From an optimization exercise on the open Yosys and OpenROAD flow, aimed at small area, a short achievable clock period and few clock cycles; shortcuts taken in it are not production practice. Where RTL was checked, it was by simulation tests only, not by an equivalence proof against the original. No activity file was given, so power comes from the tool's default toggle rates.

run a:
// polygon_fan_triangle_indexer
module polygon_fan_triangle_indexer (
    input  wire                                  clk,
    input  wire                                  rst_n,
    input  wire                                  item_valid,
    output logic                                 item_ready,
    input  wire [pfti_pkg::ItemBits-1:0]         item_data,
    output logic                                 result_valid,
    input  wire                                  result_ready,
    output logic [pfti_pkg::ResultBits-1:0]      result_data,
    input  wire                                  psel,
    input  wire                                  penable,
    input  wire                                  pwrite,
    input  wire [pfti_pkg::PaddrBits-1:0]        paddr,
    input  wire [pfti_pkg::PdataBits-1:0]        pwdata,
    output logic [pfti_pkg::PdataBits-1:0]       prdata,
    output logic                                 pready
);
Size: ~970 cells after synthesis, ~200 flip-flops, about 280 I/O pins, ~11,000 µm² of cells after synthesis.
Settings: LEC_CHECK=0, CAP_MARGIN=20, CORE_MARGIN=2, CORE_UTILIZATION=50, SETUP_SLACK_MARGIN=1.7, SLEW_MARGIN=20; clock period 4.0 ns.
standard.sh (not shown) runs the stock make flow with config.mk's settings and CLKGATE_MAP_FILE= SYNTH_SCRIPT=/design/flow/synth_recipe.tcl, a recipe that flattens the netlist after the stock synthesis.
==> flow/flow/run.sh <==
#!/bin/bash
# The standard layout, with plain buffers on the ports instead of the delay cell that
# buffer_ports picks by default. The full output of the run goes to standard.log.
set -euo pipefail
export BUFFER_PORTS_ARGS="-buffer_cell sky130_fd_sc_hd__buf_1"
bash standard.sh > standard.log 2>&1
> inputs changed (run a -> run b)
--- a/flow/design.v
+++ b/flow/design.v
@@ -58,105 +58,77 @@
     logic [CountBits-1:0] item_count;
     logic                 item_hole;
     logic [IndexBits-1:0] item_index;
     assign {item_func, item_count, item_hole, item_index} = item_data;
     logic [FaceBits-1:0]  face_reg;
     logic [IndexBits-1:0] edge_reg;
     logic [CountBits-1:0] span_reg;
-    logic                 gt1_reg, gt2_reg, eq3_reg, eq4_reg;
     logic                 live_reg;      
-    logic                 stepping_reg;  
     logic [1:0]           pc_reg;        
     logic                 n3_reg;        
     logic                 fan_reg;       
     logic [IndexBits-1:0] ca_reg;
     logic [IndexBits-1:0] cb_reg;
     logic [IndexBits-1:0] cc_reg;
     logic [1:0]           hide_reg;      
     logic [1:0]           hn_reg;        
     logic [1:0]           mode_reg;      
     logic                 pend_reg;      
     logic hold;
-    logic stepping;
-    logic cut;
     logic take_header;
     logic take_vertex;
     logic emit;
     logic step;              
     logic live_next;
     logic [IndexBits-1:0] edge_sum;
     logic last;              
     assign hold = pend_reg && !result_ready;
-    assign stepping = stepping_reg;
-    assign item_ready = (!hold && (item_func == pfti_pkg::FuncVertex || !stepping))
-                     || (item_func == pfti_pkg::FuncVertex && !live_reg);
-    assign cut = item_valid && !hold && item_func == pfti_pkg::FuncHeader && stepping;
-    assign take_header = item_valid && !hold && item_func == pfti_pkg::FuncHeader && !stepping;
+    assign item_ready = !hold || (item_func == pfti_pkg::FuncVertex && !live_reg);
+    assign take_header = item_valid && !hold && item_func == pfti_pkg::FuncHeader;
     assign take_vertex = item_valid && !hold && item_func == pfti_pkg::FuncVertex && live_reg;
     assign emit        = take_vertex && pc_reg[1] && fan_reg;
     assign step        = take_vertex && pc_reg[1] && !n3_reg;
-    assign last        = eq3_reg;
-    assign edge_sum = stepping ? edge_reg + IndexBits'(1) : edge_reg + IndexBits'(span_reg);
+    assign last        = (span_reg == CountBits'(3));
+    assign edge_sum = (item_func == pfti_pkg::FuncHeader) ? edge_reg + IndexBits'(span_reg)
+                                                          : edge_reg + IndexBits'(1);
     always_comb
     begin
         case (pc_reg)
-            2'd0:    live_next = gt1_reg;
-            2'd1:    live_next = gt2_reg;
+            2'd0:    live_next = (span_reg > CountBits'(1));
+            2'd1:    live_next = (span_reg > CountBits'(2));
             default: live_next = !n3_reg && !last;
         endcase
     end
     always_ff @(posedge clk or negedge rst_n)
     begin
         if (!rst_n)
         begin
             face_reg <= '1;
             edge_reg <= '0;
             span_reg <= '0;
-            gt1_reg  <= 1'b0;
-            gt2_reg  <= 1'b0;
-            eq3_reg  <= 1'b0;
-            eq4_reg  <= 1'b0;
             pc_reg   <= 2'd0;
             live_reg <= 1'b0;
-            stepping_reg <= 1'b0;
             pend_reg <= 1'b0;
         end
         else
         begin
             if (take_header)
             begin
                 face_reg <= face_reg + FaceBits'(1);
                 span_reg <= item_count;
-                gt1_reg  <= (item_count > CountBits'(1));
-                gt2_reg  <= (item_count > CountBits'(2));
-                eq3_reg  <= (item_count == CountBits'(3));
-                eq4_reg  <= (item_count == CountBits'(4));
                 pc_reg   <= 2'd0;
                 live_reg <= (item_count != '0);
-                stepping_reg <= 1'b0;
-            end
-            else if (cut)
-            begin
-                live_reg <= 1'b0;
-                stepping_reg <= 1'b0;
             end
             else if (take_vertex)
             begin
                 live_reg <= live_next;
-                stepping_reg <= (pc_reg != 2'd0) && !n3_reg && live_next;
                 if (pc_reg != 2'd3)
                     pc_reg <= pc_reg + 2'd1;
                 if (step)
-                begin
                     span_reg <= span_reg - CountBits'(1);
-                    gt1_reg  <= (span_reg > CountBits'(2));
-                    gt2_reg  <= (span_reg > CountBits'(3));
-                    eq3_reg  <= (span_reg == CountBits'(4));
-                    eq4_reg  <= (span_reg == CountBits'(5));
-                end
             end
             if (take_header || step)
                 edge_reg <= edge_sum;
             if (!hold)
                 pend_reg <= emit;
         end
     end
@@ -186,15 +158,15 @@
     logic [IndexBits-1:0] ca_next, cb_next, cc_next;
     always_comb
     begin
         if (n3_reg)
             hn_next = pfti_pkg::HideNone;
         else if (pc_reg == 2'd1)
             hn_next = pfti_pkg::HideFirst;
-        else if (eq4_reg)
+        else if (span_reg == CountBits'(4))
             hn_next = pfti_pkg::HideLast;
         else
             hn_next = pfti_pkg::HideBoth;
         hide_next = hn_reg;
         if (!flip_reg)
             mode_next = 2'd0;
         else if (hide_next == pfti_pkg::HideFirst)
## What came out
- Result: PASS for each of run b and run a
- | total stage count of the critical path | run b vs run a | 1 higher |
- Against run a, total number of sequential cells in run b fell by a few percent.
- Going from run a to run b, largest net degree at the start of global routing saw a decrease; post-detailed-placement half-perimeter wirelength saw a decrease; register-to-register slack saw a decrease.
- When the final numbers for run b and run a were put side by side, the non-filler instance count after layout turned out to be greater in run a.
- On post-synthesis simple-gate area fraction, the lower figure sits with run b, not run a.
No run of this note included a check of the RTL's function; only the layout flow was run.

The RTL this note starts from:
==> flow/design.v <==
`default_nettype none
package pfti_pkg;
    localparam int IndexBits = 31;
    localparam int CountBits = 16;
    localparam int FaceBits  = 30;
    localparam int PaddrBits = 3;
    localparam int PdataBits = 32;
    localparam logic [PaddrBits-1:0] CfgAddrFlip = 3'd0;
    localparam logic FuncHeader = 1'b0;
    localparam logic FuncVertex = 1'b1;
    localparam logic [1:0] HideNone  = 2'd0;
    localparam logic [1:0] HideFirst = 2'd1;
    localparam logic [1:0] HideLast  = 2'd2;
    localparam logic [1:0] HideBoth  = 2'd3;
    localparam int ItemBits = 1 + CountBits + 1 + IndexBits;
    localparam int ResultBits = 3 * IndexBits + FaceBits + 2 + IndexBits;
    localparam logic [1:0] FAN_SINGLE = 2'd0;
    localparam logic [1:0] FAN_FIRST  = 2'd1;
    localparam logic [1:0] FAN_MIDDLE = 2'd2;
    localparam logic [1:0] FAN_LAST   = 2'd3;
    localparam int JobBits = 3 * IndexBits + FaceBits + 2 + IndexBits + CountBits;
endpackage
`default_nettype wire
`default_nettype none
module polygon_fan_triangle_indexer (
    input  wire                                  clk,
    input  wire                                  rst_n,
    input  wire                                  item_valid,
    output logic                                 item_ready,
    input  wire [pfti_pkg::ItemBits-1:0]         item_data,
    output logic                                 result_valid,
    input  wire                                  result_ready,
    output logic [pfti_pkg::ResultBits-1:0]      result_data,
    input  wire                                  psel,
    input  wire                                  penable,
    input  wire                                  pwrite,
    input  wire [pfti_pkg::PaddrBits-1:0]        paddr,
    input  wire [pfti_pkg::PdataBits-1:0]        pwdata,
    output logic [pfti_pkg::PdataBits-1:0]       prdata,
    output logic                                 pready
);
    localparam int IndexBits = pfti_pkg::IndexBits;
    localparam int CountBits = pfti_pkg::CountBits;
    localparam int FaceBits  = pfti_pkg::FaceBits;
    logic flip_reg;
    logic cfg_write;
    assign pready    = 1'b1;
    assign cfg_write = psel && penable && pwrite && (paddr == pfti_pkg::CfgAddrFlip);
    assign prdata    = {31'b0, flip_reg && (paddr == pfti_pkg::CfgAddrFlip)};
    always_ff @(posedge clk or negedge rst_n)
    begin
        if (!rst_n)
            flip_reg <= 1'b0;
        else if (cfg_write)
            flip_reg <= pwdata[0];
    end
    logic                 item_func;
    logic [CountBits-1:0] item_count;
    logic                 item_hole;
    logic [IndexBits-1:0] item_index;
    assign {item_func, item_count, item_hole, item_index} = item_data;
    logic [FaceBits-1:0]  face_reg;
    logic [IndexBits-1:0] edge_reg;
    logic [CountBits-1:0] span_reg;
    logic                 gt1_reg, gt2_reg, eq3_reg, eq4_reg;
    logic                 live_reg;      
    logic [1:0]           pc_reg;        
    logic                 n3_reg;        
    logic                 fan_reg;       
    logic [IndexBits-1:0] ca_reg;
    logic [IndexBits-1:0] cb_reg;
    logic [IndexBits-1:0] cc_reg;
    logic [1:0]           hide_reg;      
    logic [1:0]           hn_reg;        
    logic [1:0]           mode_reg;      
    logic                 pend_reg;      
    logic hold;
    logic stepping;
    logic cut;
    logic take_header;
    logic take_vertex;
    logic emit;
    logic step;              
    logic live_next;
    logic [IndexBits-1:0] edge_sum;
    logic last;              
    assign hold = pend_reg && !result_ready;
    assign stepping = pc_reg[1] && !n3_reg && live_reg;
    assign item_ready = (!hold && (item_func == pfti_pkg::FuncVertex || !stepping))
                     || (item_func == pfti_pkg::FuncVertex && !live_reg);
    assign cut = item_valid && !hold && item_func == pfti_pkg::FuncHeader && stepping;
    assign take_header = item_valid && !hold && item_func == pfti_pkg::FuncHeader && !stepping;
    assign take_vertex = item_valid && !hold && item_func == pfti_pkg::FuncVertex && live_reg;
    assign emit        = take_vertex && pc_reg[1] && fan_reg;
    assign step        = take_vertex && pc_reg[1] && !n3_reg;
    assign last        = eq3_reg;
    assign edge_sum = stepping ? edge_reg + IndexBits'(1) : edge_reg + IndexBits'(span_reg);
    always_comb
    begin
        case (pc_reg)
            2'd0:    live_next = gt1_reg;
            2'd1:    live_next = gt2_reg;
            default: live_next = !n3_reg && !last;
        endcase
    end
    always_ff @(posedge clk or negedge rst_n)
    begin
        if (!rst_n)
        begin
            face_reg <= '1;
            edge_reg <= '0;
            span_reg <= '0;
            gt1_reg  <= 1'b0;
            gt2_reg  <= 1'b0;
            eq3_reg  <= 1'b0;
            eq4_reg  <= 1'b0;
            pc_reg   <= 2'd0;
            live_reg <= 1'b0;
            pend_reg <= 1'b0;
        end
        else
        begin
            if (take_header)
            begin
                face_reg <= face_reg + FaceBits'(1);
                span_reg <= item_count;
                gt1_reg  <= (item_count > CountBits'(1));
                gt2_reg  <= (item_count > CountBits'(2));
                eq3_reg  <= (item_count == CountBits'(3));
                eq4_reg  <= (item_count == CountBits'(4));
                pc_reg   <= 2'd0;
                live_reg <= (item_count != '0);
            end
            else if (cut)
                live_reg <= 1'b0;
            else if (take_vertex)
            begin
                live_reg <= live_next;
                if (pc_reg != 2'd3)
                    pc_reg <= pc_reg + 2'd1;
                if (step)
                begin
                    span_reg <= span_reg - CountBits'(1);
                    gt1_reg  <= (span_reg > CountBits'(2));
                    gt2_reg  <= (span_reg > CountBits'(3));
                    eq3_reg  <= (span_reg == CountBits'(4));
                    eq4_reg  <= (span_reg == CountBits'(5));
                end
            end
            if (take_header || step)
                edge_reg <= edge_sum;
            if (!hold)
                pend_reg <= emit;
        end
    end
    always_ff @(posedge clk)
    begin
        if (take_header)
        begin
            n3_reg   <= (item_count == CountBits'(3));
            fan_reg  <= (item_count >= CountBits'(3)) && !item_hole;
        end
        if (take_vertex)
        begin
            if (!sa_reg[0])
                ca_reg <= ca_next;
            if (!sb_reg[1])
                cb_reg <= cb_next;
            if (!sc_reg[2])
                cc_reg <= cc_next;
            hide_reg  <= hide_next;
            hn_reg    <= hn_next;
            mode_reg  <= mode_next;
        end
    end
    logic [1:0] hide_next;
    logic [1:0] hn_next;
    logic [1:0] mode_next;
    logic [IndexBits-1:0] ca_next, cb_next, cc_next;
    always_comb
    begin
        if (n3_reg)
            hn_next = pfti_pkg::HideNone;
        else if (pc_reg == 2'd1)
            hn_next = pfti_pkg::HideFirst;
        else if (eq4_reg)
            hn_next = pfti_pkg::HideLast;
        else
            hn_next = pfti_pkg::HideBoth;
        hide_next = hn_reg;
        if (!flip_reg)
            mode_next = 2'd0;
        else if (hide_next == pfti_pkg::HideFirst)
            mode_next = 2'd2;
        else if (hide_next == pfti_pkg::HideLast)
            mode_next = 2'd3;
        else
            mode_next = 2'd1;
        ca_next = ({IndexBits{sa_reg[1]}} & cb_reg) | ({IndexBits{sa_reg[2]}} & cc_reg)
                | ({IndexBits{sa_reg[3]}} & item_index);
        cb_next = ({IndexBits{sb_reg[0]}} & ca_reg) | ({IndexBits{sb_reg[2]}} & cc_reg)
                | ({IndexBits{sb_reg[3]}} & item_index);
        cc_next = ({IndexBits{sc_reg[0]}} & ca_reg) | ({IndexBits{sc_reg[1]}} & cb_reg)
                | ({IndexBits{sc_reg[3]}} & item_index);
    end
    localparam logic [3:0] SrcA = 4'b0001;
    localparam logic [3:0] SrcB = 4'b0010;
    localparam logic [3:0] SrcC = 4'b0100;
    localparam logic [3:0] SrcX = 4'b1000;
    logic [3:0] sa_reg, sb_reg, sc_reg;
    logic [1:0] pc_d, mode_d, hn_d, mn_d;
    logic       flip_d;
    logic [3:0] o_src, u_src, sa_d, sb_d, sc_d;
    always_comb
    begin
        if (take_header)
            pc_d = 2'd0;
        else if (take_vertex && pc_reg != 2'd3)
            pc_d = pc_reg + 2'd1;
        else
            pc_d = pc_reg;
        mode_d = take_vertex ? mode_next : mode_reg;
        hn_d   = take_vertex ? hn_next : hn_reg;
        flip_d = cfg_write ? pwdata[0] : flip_reg;
        if (!flip_d)
            mn_d = 2'd0;
        else if (hn_d == pfti_pkg::HideFirst)
            mn_d = 2'd2;
        else if (hn_d == pfti_pkg::HideLast)
            mn_d = 2'd3;
        else
            mn_d = 2'd1;
        case (mode_d)
            2'd0:    begin o_src = SrcA; u_src = SrcB; end
            2'd1:    begin o_src = SrcA; u_src = SrcC; end
            2'd2:    begin o_src = SrcC; u_src = SrcB; end
            default: begin o_src = SrcB; u_src = SrcA; end
        endcase
        if (pc_d == 2'd0)
            o_src = SrcX;
        case (mn_d)
            2'd0:    begin sa_d = o_src; sb_d = SrcX;  sc_d = u_src; end
            2'd1:    begin sa_d = o_src; sb_d = u_src; sc_d = SrcX;  end
            2'd2:    begin sa_d = u_src; sb_d = SrcX;  sc_d = o_src; end
            default: begin sa_d = SrcX;  sb_d = o_src; sc_d = u_src; end
        endcase
    end
    always_ff @(posedge clk)
    begin
        sa_reg <= sa_d;
        sb_reg <= sb_d;
        sc_reg <= sc_d;
    end
    assign result_valid = pend_reg;
    assign result_data  = {ca_reg, cb_reg, cc_reg, face_reg, hide_reg, edge_reg};
endmodule
`default_nettype wire
Settings: LEC_CHECK=0, CAP_MARGIN=20, CORE_MARGIN=2, CORE_UTILIZATION=50, SETUP_SLACK_MARGIN=1.7, SLEW_MARGIN=20; clock period 4.0 ns.
Scripts as last shown in full above: flow/flow/run.sh
The first run finished with timing, DRC and antenna clean.
Testbench counts at the start, summed over its fixed seeds: cycles 38,260.
==> next run, changes <==
--- a/flow/design.v
+++ b/flow/design.v
@@ -62,10 +62,11 @@
     logic [FaceBits-1:0]  face_reg;
     logic [IndexBits-1:0] edge_reg;
     logic [CountBits-1:0] span_reg;
     logic                 gt1_reg, gt2_reg, eq3_reg, eq4_reg;
     logic                 live_reg;      
+    logic                 stepping_reg;  
     logic [1:0]           pc_reg;        
     logic                 n3_reg;        
     logic                 fan_reg;       
     logic [IndexBits-1:0] ca_reg;
     logic [IndexBits-1:0] cb_reg;
@@ -80,23 +81,26 @@
     logic take_header;
     logic take_vertex;
     logic emit;
     logic step;              
     logic live_next;
-    logic [IndexBits-1:0] edge_sum;
+    logic [16:0] edge_lo_sum;
+    logic        edge_hi_up;
+    logic        carry_reg;      
     logic last;              
     assign hold = pend_reg && !result_ready;
-    assign stepping = pc_reg[1] && !n3_reg && live_reg;
+    assign stepping = stepping_reg;
     assign item_ready = (!hold && (item_func == pfti_pkg::FuncVertex || !stepping))
                      || (item_func == pfti_pkg::FuncVertex && !live_reg);
     assign cut = item_valid && !hold && item_func == pfti_pkg::FuncHeader && stepping;
     assign take_header = item_valid && !hold && item_func == pfti_pkg::FuncHeader && !stepping;
     assign take_vertex = item_valid && !hold && item_func == pfti_pkg::FuncVertex && live_reg;
     assign emit        = take_vertex && pc_reg[1] && fan_reg;
     assign step        = take_vertex && pc_reg[1] && !n3_reg;
     assign last        = eq3_reg;
-    assign edge_sum = stepping ? edge_reg + IndexBits'(1) : edge_reg + IndexBits'(span_reg);
+    assign edge_lo_sum = {1'b0, edge_reg[15:0]} + (stepping ? 17'd1 : {1'b0, span_reg});
+    assign edge_hi_up  = carry_reg || (step && (&edge_reg[15:0]));
     always_comb
     begin
         case (pc_reg)
             2'd0:    live_next = gt1_reg;
             2'd1:    live_next = gt2_reg;
@@ -107,17 +111,19 @@
     begin
         if (!rst_n)
         begin
             face_reg <= '1;
             edge_reg <= '0;
+            carry_reg <= 1'b0;
             span_reg <= '0;
             gt1_reg  <= 1'b0;
             gt2_reg  <= 1'b0;
             eq3_reg  <= 1'b0;
             eq4_reg  <= 1'b0;
             pc_reg   <= 2'd0;
             live_reg <= 1'b0;
+            stepping_reg <= 1'b0;
             pend_reg <= 1'b0;
         end
         else
         begin
             if (take_header)
@@ -128,16 +134,21 @@
                 gt2_reg  <= (item_count > CountBits'(2));
                 eq3_reg  <= (item_count == CountBits'(3));
                 eq4_reg  <= (item_count == CountBits'(4));
                 pc_reg   <= 2'd0;
                 live_reg <= (item_count != '0);
+                stepping_reg <= 1'b0;
             end
             else if (cut)
+            begin
                 live_reg <= 1'b0;
+                stepping_reg <= 1'b0;
+            end
             else if (take_vertex)
             begin
                 live_reg <= live_next;
+                stepping_reg <= (pc_reg != 2'd0) && !n3_reg && live_next;
                 if (pc_reg != 2'd3)
                     pc_reg <= pc_reg + 2'd1;
                 if (step)
                 begin
                     span_reg <= span_reg - CountBits'(1);
@@ -146,13 +157,29 @@
                     eq3_reg  <= (span_reg == CountBits'(4));
                     eq4_reg  <= (span_reg == CountBits'(5));
                 end
             end
             if (take_header || step)
-                edge_reg <= edge_sum;
+                edge_reg[15:0] <= edge_lo_sum[15:0];
+            if (edge_hi_up)
+                edge_reg[30:16] <= edge_reg[30:16] + 15'd1;
+            carry_reg <= take_header && edge_lo_sum[16];
             if (!hold)
                 pend_reg <= emit;
+        end
+    end
+    always_ff @(posedge clk or negedge rst_n)
+    begin
+        if (!rst_n)
+        begin
+            hn_reg   <= 2'd0;
+            mode_reg <= 2'd0;
+        end
+        else if (take_vertex)
+        begin
+            hn_reg   <= hn_next;
+            mode_reg <= mode_next;
         end
     end
     always_ff @(posedge clk)
     begin
         if (take_header)
@@ -167,12 +194,10 @@
             if (!sb_reg[1])
                 cb_reg <= cb_next;
             if (!sc_reg[2])
                 cc_reg <= cc_next;
             hide_reg  <= hide_next;
-            hn_reg    <= hn_next;
-            mode_reg  <= mode_next;
         end
     end
     logic [1:0] hide_next;
     logic [1:0] hn_next;
     logic [1:0] mode_next;
- critical path depth goes down by 3
- via count went up by 3.4%
- maximum frequency went up by 11%
- core utilization barely changes
- cell area rises by 1.5%
- wire length rose by 5.8%
- worst setup slack gets better by 0.27 ns
- combinational power came out lower by 11%
- register-to-register slack gains 0.27 ns
- power grows by 2.4%
- synthesized cell count went up by 4.8%
- final cell count climbs by 1.8%
- die area came out higher by 2.9%
Testbench counts after the change, summed over its fixed seeds: cycles 38,260.

## port drivers added, routing unchanged
The results above use ideal ports. As a check the final layouts listed here were re-extracted and re-timed, cells and wires unchanged. Step 1: set_driving_cell puts a clkbuf_16 on clk and a buf_2 on each other input, an assumption about the parent block. Step 2 also shifts input and output timing later by t, the mid clock arrival at the registers, as if the neighbouring blocks saw the same clock. Slacks: no drivers / after step 1 / after step 2; pairs: no drivers / after step 1.
run | shift t [ns] | setup WS [ns] | worst setup path at the end | worst register clock-pin slew, ns
run a | 0.482 | 1.387 / 1.387 / 1.113 | input to register | 0.08 / 0.08
run b | 0.469 | 1.174 / 1.174 / 0.979 | input to register | 0.07 / 0.07
the first run of note 2 | 0.473 | 1.308 / 1.308 / 0.992 | input to register | 0.08 / 0.08
the second run of note 2 | 0.548 | 1.578 / 1.578 / 1.101 | input to register | 0.06 / 0.06
After both steps every run listed still meets setup and hold. For the second run of note 2, which loses most, drivers alone change the setup slack by 0.000 ns; drivers and shift together by -0.477 ns.
